From an optimization exercise on the open Yosys and OpenROAD flow, aimed at small area, a short achievable clock period and few clock cycles; shortcuts taken in it are not production practice. Function was checked by simulation only, so behaviour that the tests miss may differ from the original. Power is estimated from default activity; no workload was simulated.

==> flow/design.v (excerpt) <==
module lc4_core (
  input  wire        gwe,
  input  wire        i_rst_n,
  input  wire [15:0] i_imem_data,
  output wire [15:0] o_imem_addr,
  output wire        o_retire_valid,
  output wire [15:0] o_retire_pc,
  output wire [15:0] o_retire_insn,
  output wire        o_retire_regfile_we,
  output wire [2:0]  o_retire_wsel,
  output wire [15:0] o_retire_result,
  output wire        o_retire_nzp_we,
  output wire [2:0]  o_retire_nzp
);
Size: about 260 flip-flops, ~91 I/O pins, ~14000 um2 of cells after synthesis.
Settings: LEC_CHECK=0, CAP_MARGIN=20, CORE_MARGIN=2, CORE_UTILIZATION=40, CTS_BUF_LIST=sky130_fd_sc_hd__clkbuf_4 sky130_fd_sc_hd__clkbuf_8, SETUP_SLACK_MARGIN=2.0, SLEW_MARGIN=20, TNS_END_PERCENT=5; clock period 4.6 ns.
standard.sh (not shown) runs the stock make flow with config.mk's settings and CLKGATE_MAP_FILE= SYNTH_SCRIPT=/design/flow/synth_recipe.tcl, a recipe that flattens the netlist after the stock synthesis.
==> flow/flow/run.sh <==
#!/bin/bash
# The standard layout, with buf_2 as the cell that buffers each input and output
# port (the default picks a delay cell). Everything else is the standard.sh.
set -euo pipefail
export BUFFER_PORTS_ARGS="-buffer_cell sky130_fd_sc_hd__buf_2"
bash standard.sh > standard.log 2>&1
The starting point finished with timing, DRC and antenna clean.
Testbench counts at the start, summed over its fixed seeds: cycles 24,008.
Edit:
==> flow/flow/run.sh (replaced) <==
#!/bin/bash
# The standard layout, with two changes:
#  - buf_2 is the cell that buffers each input and output port (the default
#    picks a delay cell);
#  - synthesis leaves adders to ABC (no extract_fa / full-adder cell mapping),
#    so carry chains can be restructured for speed. Registers are unchanged.
# Everything else is the standard.sh.
set -euo pipefail
export BUFFER_PORTS_ARGS="-buffer_cell sky130_fd_sc_hd__buf_2"
export ADDER_MAP_FILE=
bash standard.sh > standard.log 2>&1
--- a/flow/config.mk
+++ b/flow/config.mk
@@ -9,6 +9,8 @@
 export CORE_MARGIN = 2
-export CORE_UTILIZATION = 40
-export CTS_BUF_LIST = sky130_fd_sc_hd__clkbuf_4 sky130_fd_sc_hd__clkbuf_8
+export CORE_UTILIZATION = 55
+export CTS_BUF_LIST = sky130_fd_sc_hd__clkbuf_8 sky130_fd_sc_hd__clkbuf_16
+export CTS_CLUSTER_DIAMETER = 80
+export CTS_CLUSTER_SIZE = 24
 export SETUP_SLACK_MARGIN = 2.0
 export SLEW_MARGIN = 20
-export TNS_END_PERCENT = 5
+export TNS_END_PERCENT = 0
Effect: Cell area falls by a little under a tenth. Clock power drops by a quarter to a third. Non-clock buffer count came out lower by 26.
Edit:
==> flow/flow/run.sh (replaced) <==
#!/bin/bash
# The standard layout, with buf_2 as the cell that buffers each input and output
# port (the default picks a delay cell). Everything else is the standard.sh.
set -euo pipefail
export BUFFER_PORTS_ARGS="-buffer_cell sky130_fd_sc_hd__buf_2"
bash standard.sh > standard.log 2>&1
--- a/flow/config.mk
+++ b/flow/config.mk
@@ -13,4 +13,4 @@
 export CTS_CLUSTER_SIZE = 24
-export SETUP_SLACK_MARGIN = 2.0
+export SETUP_SLACK_MARGIN = 2.3
 export SLEW_MARGIN = 20
-export TNS_END_PERCENT = 0
+export TNS_END_PERCENT = 5
Effect: First-iteration DRC count grows by 16%; cell area grows by 4.6%; worst setup slack gets better by 200 ps; final cell count grows by 3.1%; die area hardly moves.
Edit:
==> flow/config.mk (replaced) <==
export PLATFORM = sky130hd
export DESIGN_NAME = lc4_core
export DESIGN_NICKNAME = lc4_core
export VERILOG_FILES = /design/flow/design.v
export SDC_FILE = /design/flow/constraint.sdc
export NUM_CORES = 4
export LEC_CHECK = 0
export CAP_MARGIN = 20
export CORE_MARGIN = 2
export CORE_UTILIZATION = 40
export CTS_BUF_LIST = sky130_fd_sc_hd__clkbuf_4 sky130_fd_sc_hd__clkbuf_8
export SETUP_SLACK_MARGIN = 2.0
export SLEW_MARGIN = 20
Design area rises by a few percent. Area after synthesis stays the same. Clock-buffer cell count is higher by 47.
Edit:
--- a/flow/config.mk
+++ b/flow/config.mk
@@ -9,5 +9,8 @@
 export CORE_MARGIN = 2
-export CORE_UTILIZATION = 40
-export CTS_BUF_LIST = sky130_fd_sc_hd__clkbuf_4 sky130_fd_sc_hd__clkbuf_8
+export CORE_UTILIZATION = 65
+export CTS_BUF_LIST = sky130_fd_sc_hd__clkbuf_8 sky130_fd_sc_hd__clkbuf_16
+export CTS_CLUSTER_DIAMETER = 80
+export CTS_CLUSTER_SIZE = 24
 export SETUP_SLACK_MARGIN = 2.0
 export SLEW_MARGIN = 20
+export TNS_END_PERCENT = 0
Routed wire length falls by 9.7%.
Cell count falls by 14%.
Clock skew rises by 5.4 ps.
Register-to-register slack gets worse by 98 ps.
Total power falls by 17%.
Core utilization rises by 23 points.
Synthesized cell count is unchanged.
Fmax falls by 2.6%.
Sequential share of layout area rises by 4.7 points.
Combinational power falls by 14%.

========
The RTL this note starts from:
==> flow/design.v <==
`timescale 1ns/1ps
`default_nettype none
module lc4_add16 (
  input  wire [15:0] i_a,
  input  wire [15:0] i_b,
  input  wire        i_cin,
  output wire [15:0] o_sum
);
  wire [15:0] p = i_a ^ i_b;
  wire [15:0] g0 = i_a & i_b;
  wire [15:0] gl [0:4];
  wire [15:0] pl [0:4];
  assign gl[0] = {g0[15:1], g0[0] | (p[0] & i_cin)};
  assign pl[0] = p;
  genvar k, i;
  generate
    for (k = 0; k < 4; k = k + 1) begin : lvl
      for (i = 0; i < 16; i = i + 1) begin : bit_
        if (i >= (1 << k)) begin : comb
          assign gl[k+1][i] = gl[k][i] | (pl[k][i] & gl[k][i-(1<<k)]);
          assign pl[k+1][i] = pl[k][i] & pl[k][i-(1<<k)];
        end else begin : pass
          assign gl[k+1][i] = gl[k][i];
          assign pl[k+1][i] = pl[k][i];
        end
      end
    end
  endgenerate
  assign o_sum = p ^ {gl[4][14:0], i_cin};
endmodule
`default_nettype wire
`timescale 1ns/1ps
`default_nettype none
module lc4_core (
  input  wire        gwe,
  input  wire        i_rst_n,
  input  wire [15:0] i_imem_data,
  output wire [15:0] o_imem_addr,
  output wire        o_retire_valid,
  output wire [15:0] o_retire_pc,
  output wire [15:0] o_retire_insn,
  output wire        o_retire_regfile_we,
  output wire [2:0]  o_retire_wsel,
  output wire [15:0] o_retire_result,
  output wire        o_retire_nzp_we,
  output wire [2:0]  o_retire_nzp
);
  localparam [15:0] rst_pc = 16'h8200;
  reg  [15:0] regs [0:7];
  reg  [15:0] seq_q;
  reg  [15:0] tgt_q;
  reg         taken_q;
  reg         x_valid;
  reg  [15:0] x_insn;
  reg  [15:0] x_a;        
  reg  [15:0] x_b;        
  reg         x_sub;
  reg         r_valid;
  reg  [15:0] r_pc;
  reg  [15:0] r_insn;
  reg  [15:0] r_result;
  reg  [2:0]  r_nzp;      
  reg  [2:0]  nzp_q;      
  function automatic writes_f(input [15:0] w);
    writes_f = w[15:12] == 4'b1001 || w[15:12] == 4'b0101 ||
               (w[15:12] == 4'b0001 && (w[5] || !w[3]));
  endfunction
  function automatic [2:0] nzp_f(input [15:0] v);
    nzp_f = v[15] ? 3'b100 : (v == 16'd0) ? 3'b010 : 3'b001;
  endfunction
  wire       r_writes = r_valid && writes_f(r_insn);
  wire [2:0] nzp_r    = r_writes ? r_nzp : nzp_q;   
  wire        x_writes = writes_f(x_insn);
  wire        x_logic  = x_insn[15:12] == 4'b0101;
  wire        x_const  = x_insn[15:12] == 4'b1001;
  wire [1:0]  x_lop    = x_insn[5] ? 2'b00 : x_insn[4:3];   
  wire [2:0]  x_cnzp   = nzp_f(x_b);                        
  wire [15:0] a = x_a;
  wire [15:0] b = x_b;
  wire [15:0] sum;
  lc4_add16 u_add (.i_a(a), .i_b(b), .i_cin(x_sub), .o_sum(sum));
  reg  [15:0] logic_v;
  reg         z_logic;
  reg         n_logic;
  always @(*) begin
    case (x_lop)
      2'b00:   begin logic_v = a & b; z_logic = ~|(a & b);   n_logic = a[15] & b[15]; end
      2'b01:   begin logic_v = ~a;    z_logic = &a;          n_logic = ~a[15];        end
      2'b10:   begin logic_v = a | b; z_logic = ~|(a | b);   n_logic = a[15] | b[15]; end
      default: begin logic_v = a ^ b; z_logic = a == b;      n_logic = a[15] ^ b[15]; end
    endcase
  end
  wire [15:0] result = x_const ? x_b : x_logic ? logic_v : sum;
  wire [15:0] p     = a ^ b;
  wire [15:0] o     = a | b;
  wire        z_add = &(p ~^ {o[14:0], x_sub});
  wire [2:0]  nzp_add   = sum[15] ? 3'b100 : z_add ? 3'b010 : 3'b001;
  wire [2:0]  nzp_logic = n_logic ? 3'b100 : z_logic ? 3'b010 : 3'b001;
  wire [2:0]  nzp_x     = x_const ? x_cnzp : x_logic ? nzp_logic : nzp_add;
  wire [15:0] fa   = taken_q ? tgt_q : seq_q;
  wire [15:0] insn = i_imem_data;
  wire [3:0]  op   = insn[15:12];
  wire [2:0]  m    = insn[11:9];    
  wire [15:0] imm5 = {{11{insn[4]}}, insn[4:0]};
  wire [15:0] imm9 = {{7{insn[8]}}, insn[8:0]};
  wire [2:0]  r_rd = r_insn[11:9];
  wire [2:0]  x_rd = x_insn[11:9];
  wire        x_wr = x_valid && x_writes;
  wire [15:0] rs_v = (r_writes && r_rd == insn[8:6]) ? r_result : regs[insn[8:6]];
  wire [15:0] rt_v = (r_writes && r_rd == insn[2:0]) ? r_result : regs[insn[2:0]];
  wire        f_sub   = op == 4'b0001 && !insn[5] && insn[4:3] == 2'b10;
  wire        f_const = op == 4'b1001;
  wire        byp_a   = x_wr && x_rd == insn[8:6];
  wire        byp_b   = x_wr && x_rd == insn[2:0] && !insn[5] && !f_const;
  wire [15:0] a_next  = byp_a ? result : rs_v;
  wire [15:0] b_next  = byp_b ? result : f_const ? imm9 : insn[5] ? imm5 : rt_v;
  wire hit_add   = sum[15] ? m[2] : z_add ? m[1] : m[0];
  wire hit_logic = n_logic ? m[2] : z_logic ? m[1] : m[0];
  wire hit_const = |(m & x_cnzp);
  wire hit_r     = |(m & nzp_r);
  wire hit_x     = x_const ? hit_const : x_logic ? hit_logic : hit_add;
  wire f_taken   = op == 4'b0000 && (x_wr ? hit_x : hit_r);
  wire [9:0]  tgt_lo = {1'b0, fa[8:0]} + {1'b0, imm9[8:0]} + 10'd1;
  wire [6:0]  hi_up, hi_dn;
  wire [15:0] fa_inc, seq_dec, hi_up16, hi_dn16;
  lc4_add16 u_inc (.i_a(fa),    .i_b(16'd0),    .i_cin(1'b1), .o_sum(fa_inc));
  lc4_add16 u_dec (.i_a(seq_q), .i_b(16'hffff), .i_cin(1'b0), .o_sum(seq_dec));
  lc4_add16 u_up  (.i_a({9'd0, fa[15:9]}), .i_b(16'd0),    .i_cin(1'b1), .o_sum(hi_up16));
  lc4_add16 u_dn  (.i_a({9'd0, fa[15:9]}), .i_b(16'hffff), .i_cin(1'b0), .o_sum(hi_dn16));
  assign hi_up = hi_up16[6:0];
  assign hi_dn = hi_dn16[6:0];
  wire [6:0]  tgt_hi = (tgt_lo[9] == insn[8]) ? fa[15:9] : tgt_lo[9] ? hi_up : hi_dn;
  assign o_imem_addr = fa;
  wire [15:0] wd = i_rst_n ? r_result : 16'd0;   
  integer i;
  always @(posedge gwe) begin
    for (i = 0; i < 8; i = i + 1)
      if (!i_rst_n || (r_writes && r_rd == i)) regs[i] <= wd;
  end
  always @(posedge gwe) begin
    if (!i_rst_n) begin
      seq_q   <= rst_pc;
      taken_q <= 1'b0;
      x_valid <= 1'b0;
      r_valid <= 1'b0;
      nzp_q   <= 3'b000;
    end else begin
      seq_q   <= fa_inc;
      taken_q <= f_taken;
      x_valid <= 1'b1;
      r_valid <= x_valid;
      nzp_q   <= nzp_r;
    end
  end
  always @(posedge gwe) begin
    tgt_q    <= {tgt_hi, tgt_lo[8:0]};
    x_insn   <= insn;
    x_a      <= a_next;
    x_b      <= b_next ^ {16{f_sub}};
    x_sub    <= f_sub;
    r_pc     <= seq_dec;   
    r_insn   <= x_insn;
    r_result <= result;
    r_nzp    <= nzp_x;
  end
  assign o_retire_valid      = r_valid;
  assign o_retire_pc         = r_pc;
  assign o_retire_insn       = r_insn;
  assign o_retire_regfile_we = writes_f(r_insn);
  assign o_retire_wsel       = r_insn[11:9];
  assign o_retire_result     = r_result;
  assign o_retire_nzp_we     = writes_f(r_insn);
  assign o_retire_nzp        = r_nzp;
endmodule
`default_nettype wire
Settings: LEC_CHECK=0, CAP_MARGIN=20, CORE_MARGIN=2, CORE_UTILIZATION=40, CTS_BUF_LIST=sky130_fd_sc_hd__clkbuf_8 sky130_fd_sc_hd__clkbuf_16, CTS_CLUSTER_DIAMETER=90, CTS_CLUSTER_SIZE=28, SETUP_SLACK_MARGIN=2.2, SLEW_MARGIN=20, TNS_END_PERCENT=0; clock period 4.6 ns.
==> flow/flow/run.sh <==
#!/bin/bash
# The standard layout, with buf_2 as the cell that buffers each input and output
# port (the default picks a delay cell). Everything else is the standard.sh.
set -euo pipefail
export BUFFER_PORTS_ARGS="-buffer_cell sky130_fd_sc_hd__buf_2"
bash standard.sh > standard.log 2>&1
Testbench counts at the start, summed over its fixed seeds: cycles 24,008.
Rerun with:
- CORE_UTILIZATION: 40 -> 65
- CTS_CLUSTER_DIAMETER: 90 -> 80
- CTS_CLUSTER_SIZE: 28 -> 24
- SETUP_SLACK_MARGIN: 2.2 -> 2.0
Outcome:
- critical path depth grows by 7
- cell area goes down by 2.7%
- sequential power is about the same
- synthesized cell count is unchanged
- routed wire length decreases by 4.1%
- global-route usage is higher by 13 points
- combinational power decreases by about 2%
- power goes up by about 1%
- worst hold slack got worse by 0.0052 ns
- worst setup slack is worse by 0.069 ns
Rerun with:
- CORE_UTILIZATION: 65 -> 40
- CTS_CLUSTER_DIAMETER: 80 -> 90
- CTS_CLUSTER_SIZE: 24 -> 28
The new run went through all stages and came out clean.
Synthesized area does not change.
Design area grows by about 1.3%.
Worst setup slack gains 0.058 ns.
Clock-buffer cell count falls by 2.
Die area is higher by about 60%.
Hold slack improves by 0.0048 ns.
Register-to-register slack improves by 0.08 ns.
Clock power went down by about 8%.
Routed wire length went up by about 3%.

-- what the ideal ports hide --
The flow's constraints put no driver on any port. The routed layouts listed below were extracted and timed again, unchanged, in two steps. Step 1: set_driving_cell puts a clkbuf_16 on gwe and a buf_2 on each other input, an assumption about the parent block. Step 2 also shifts input and output timing later by t, the mid clock arrival at the registers, as if the neighbouring blocks saw the same clock. Slacks: no drivers / after step 1 / after step 2; pairs: no drivers / after step 1.
run | t (ns) | setup WS [ns] | hold slack, ns | slew at the worst register clock pin (ns)
the first run of note 1 | 0.617 | 1.898 / 1.847 / 1.401 | 0.327 / 0.327 / 0.327 | 0.07 / 0.07
the second run of note 1 | 0.551 | 1.711 / 1.659 / 1.205 | 0.331 / 0.331 / 0.331 | 0.10 / 0.10
the third run of note 1 | 0.551 | 1.914 / 1.861 / 1.473 | 0.333 / 0.333 / 0.333 | 0.10 / 0.10
the fourth run of note 1 | 0.616 | 1.905 / 1.853 / 1.456 | 0.326 / 0.326 / 0.326 | 0.07 / 0.07
the fifth run of note 1 | 0.535 | 1.832 / 1.810 / 1.331 | 0.334 / 0.334 / 0.334 | 0.10 / 0.10
the first run of note 2 | 0.543 | 1.939 / 1.887 / 1.515 | 0.338 / 0.338 / 0.338 | 0.11 / 0.11
the second run of note 2 | 0.539 | 1.870 / 1.870 / 1.421 | 0.333 / 0.333 / 0.333 | 0.10 / 0.10
the third run of note 2 | 0.542 | 1.928 / 1.875 / 1.505 | 0.338 / 0.338 / 0.338 | 0.11 / 0.11
After both steps setup and hold are still met in every run listed. For the second run of note 1, which loses most, drivers alone change the setup slack by -0.052 ns; drivers and shift together by -0.506 ns.
